From an optimization exercise on the open Yosys and OpenROAD flow, aimed at small area, a short achievable clock period and few clock cycles; shortcuts taken in it are not production practice.
Only simulation tests tie the RTL to the original design; equivalence was not proved.
Power is estimated from default activity; no workload was simulated.

// param_wallace_multiplier
module param_wallace_multiplier
#(
    parameter int WIDTH = 32
) (
    input  logic                 clk,
    input  logic                 rst,
    input  logic [WIDTH-1:0]     a,
    input  logic [WIDTH-1:0]     b,
    input  logic                 signed_mode,
    input  logic                 in_valid,
    output logic                 in_ready,
    output logic [2*WIDTH-1:0]   product,
    output logic                 out_valid,
    input  logic                 out_ready
);
Size in the first run: roughly 2800 cells after synthesis, ~140 I/O pins, about 28000 sq um of cells after synthesis.
export LEC_CHECK = 0
export ABC_CLOCK_PERIOD_IN_PS = 5000
export CAP_MARGIN = 20
export CORE_MARGIN = 2
export CORE_UTILIZATION = 40
export SETUP_SLACK_MARGIN = 3.9
export SLEW_MARGIN = 20
create_clock -name core_clock -period 10.0 [get_ports {clk}]
standard.sh (not shown) runs the stock make flow with config.mk's settings and CLKGATE_MAP_FILE= SYNTH_SCRIPT=/design/flow/synth_recipe.tcl, a recipe that flattens the netlist after the stock synthesis.
==> flow/flow/run.sh <==
#!/bin/bash
# Own layout flow: the standard ORFS flow, with Yosys's generic "abc -fast"
# inside "synth" skipped (SYNTH_ARGS=-noabc). That pass re-maps the
# XOR3/majority full-adder logic before ORFS's extract_fa, which then finds the
# adders in inverted form and leaves an inverter on most adder-to-adder nets.
# Everything else (registers, their names, the final ABC mapping, floorplan,
# placement, CTS, routing) is the standard flow.
set -euo pipefail
bash standard.sh SYNTH_ARGS=-noabc finish > standard_flow.log 2>&1
The first run went through all stages and came out clean.
Testbench counts at the start, summed over its fixed seeds: cycles 2,408.
Then changed:
SETUP_SLACK_MARGIN = 4.0   (was 3.9)
Outcome: Core utilization went up by 0.90 points. Total power went up by a few percent. Cell count hardly moves. Wire length went down by a few percent. Area after synthesis is unchanged. Clock-buffer cell count went down by 6. Global-route usage went down by 1.0 points. Final area went up slightly.
Then changed:
CTS_BUF_LIST = sky130_fd_sc_hd__clkbuf_4 sky130_fd_sc_hd__clkbuf_8   (was unset)
SETUP_SLACK_MARGIN = 3.9   (was 4.0)
Outcome:
- final area came out lower by about 2.8%
- sequential share of layout area came out higher by 0.31 points
- via count came out higher by 1.5%
- count of clock-buffer cells in the layout came out higher by 6
- synthesized cell count is unchanged
- setup slack loses 100 ps
- non-clock buffer count came out higher by 3
- wire length came out higher by about 2.8%
- utilization came out lower by 1.4 points
Then changed:
--- a/flow/flow/run.sh
+++ b/flow/flow/run.sh
@@ -7,3 +7,3 @@
 # placement, CTS, routing) is the standard flow.
 set -euo pipefail
-bash standard.sh SYNTH_ARGS=-noabc finish > standard_flow.log 2>&1
+bash standard.sh SYNTH_ARGS=-noabc SETUP_MOVE_SEQUENCE=unbuffer,sizeup,swap finish > standard_flow.log 2>&1
CTS_BUF_LIST = unset   (was sky130_fd_sc_hd__clkbuf_4 sky130_fd_sc_hd__clkbuf_8)
SETUP_SLACK_MARGIN = 4.5   (was 3.9)
=> The new run finished clean. Global-route usage is lower by 0.63 points. Register-to-register slack improves by 450 ps. Power came out higher by 8.6%. Via count falls by 3.8%. Worst setup slack gets worse by 120 ps. Sequential share of layout area shrinks by 0.72 points. Synthesized area is unchanged. Routed wire length went down by 2.8%. Worst hold slack gets worse by 170 ps. Cell count falls by 3.7%. Maximum frequency falls by 1.9%.


Starting RTL as in the previous note.
// param_wallace_multiplier
module param_wallace_multiplier
#(
    parameter int WIDTH = 32
) (
    input  logic                 clk,
    input  logic                 rst,
    input  logic [WIDTH-1:0]     a,
    input  logic [WIDTH-1:0]     b,
    input  logic                 signed_mode,
    input  logic                 in_valid,
    output logic                 in_ready,
    output logic [2*WIDTH-1:0]   product,
    output logic                 out_valid,
    input  logic                 out_ready
);
Settings: LEC_CHECK=0, ABC_CLOCK_PERIOD_IN_PS=5000, CAP_MARGIN=20, CORE_MARGIN=2, CORE_UTILIZATION=40, SETUP_SLACK_MARGIN=4.0, SLEW_MARGIN=20; clock period 10.0 ns.
==> flow/flow/run.sh <==
#!/bin/bash
# Own layout flow: the standard ORFS flow, with Yosys's generic "abc -fast"
# inside "synth" skipped (SYNTH_ARGS=-noabc). That pass re-maps the
# XOR3/majority full-adder logic before ORFS's extract_fa, which then finds the
# adders in inverted form and leaves an inverter on most adder-to-adder nets.
# Everything else (registers, their names, the final ABC mapping, floorplan,
# placement, CTS, routing) is the standard flow.
set -euo pipefail
bash standard.sh SYNTH_ARGS=-noabc SETUP_MOVE_SEQUENCE=unbuffer,sizeup,swap finish > standard_flow.log 2>&1
Testbench counts at the start, summed over its fixed seeds: cycles 2,408.
Then changed:
--- a/flow/flow/run.sh
+++ b/flow/flow/run.sh
@@ -7,3 +7,3 @@
 # placement, CTS, routing) is the standard flow.
 set -euo pipefail
-bash standard.sh SYNTH_ARGS=-noabc SETUP_MOVE_SEQUENCE=unbuffer,sizeup,swap finish > standard_flow.log 2>&1
+bash standard.sh SYNTH_ARGS=-noabc finish > standard_flow.log 2>&1
--- a/flow/config.mk
+++ b/flow/config.mk
@@ -10,4 +10,6 @@
 export CORE_MARGIN = 2
 export CORE_UTILIZATION = 40
+export CTS_BUF_LIST = sky130_fd_sc_hd__clkbuf_8
+export CTS_CLUSTER_SIZE = 30
 export SETUP_SLACK_MARGIN = 4.0
 export SLEW_MARGIN = 20
Effect: The changed run produced a clean layout. Wire length is higher by 5.9%. Design area is higher by 2.7%. Global-route usage is higher by 1.1 points.

## static timing again, ports no longer ideal
No port has a modelled driver above. Below, the same layouts with a new extraction and two added sets of constraints. Step 1 (the two cells are an assumption about what drives the block):
set clk [get_ports {clk}]
set_driving_cell -lib_cell sky130_fd_sc_hd__clkbuf_16 $clk
set_driving_cell -lib_cell sky130_fd_sc_hd__buf_2 [delete_from_list [all_inputs] $clk]
Step 2 also shifts input and output timing later by t, the mid clock arrival at the registers, as if the neighbouring blocks saw the same clock. Slacks: ideal / step 1 / step 2; pairs: ideal / step 1.
run | t, ns | slack for setup (ns) | clock arrival spread, ns
the first run of note 1 | 0.553 | 3.882 / 3.818 / 3.344 | 0.011 / 0.012
the second run of note 1 | 0.538 | 3.997 / 3.932 / 3.489 | 0.017 / 0.017
the third run of note 1 | 0.621 | 3.892 / 3.867 / 3.245 | 0.023 / 0.023
the fourth run of note 1 | 0.546 | 3.775 / 3.794 / 3.248 | 0.016 / 0.017
the first run of note 2 | 0.540 | 3.599 / 3.607 / 3.067 | 0.016 / 0.016
the second run of note 2 | 0.603 | 3.932 / 3.972 / 3.368 | 0.023 / 0.023
After both steps every run listed still meets setup and hold. For the third run of note 1, which loses most, drivers alone change the setup slack by -0.025 ns; drivers and shift together by -0.647 ns.
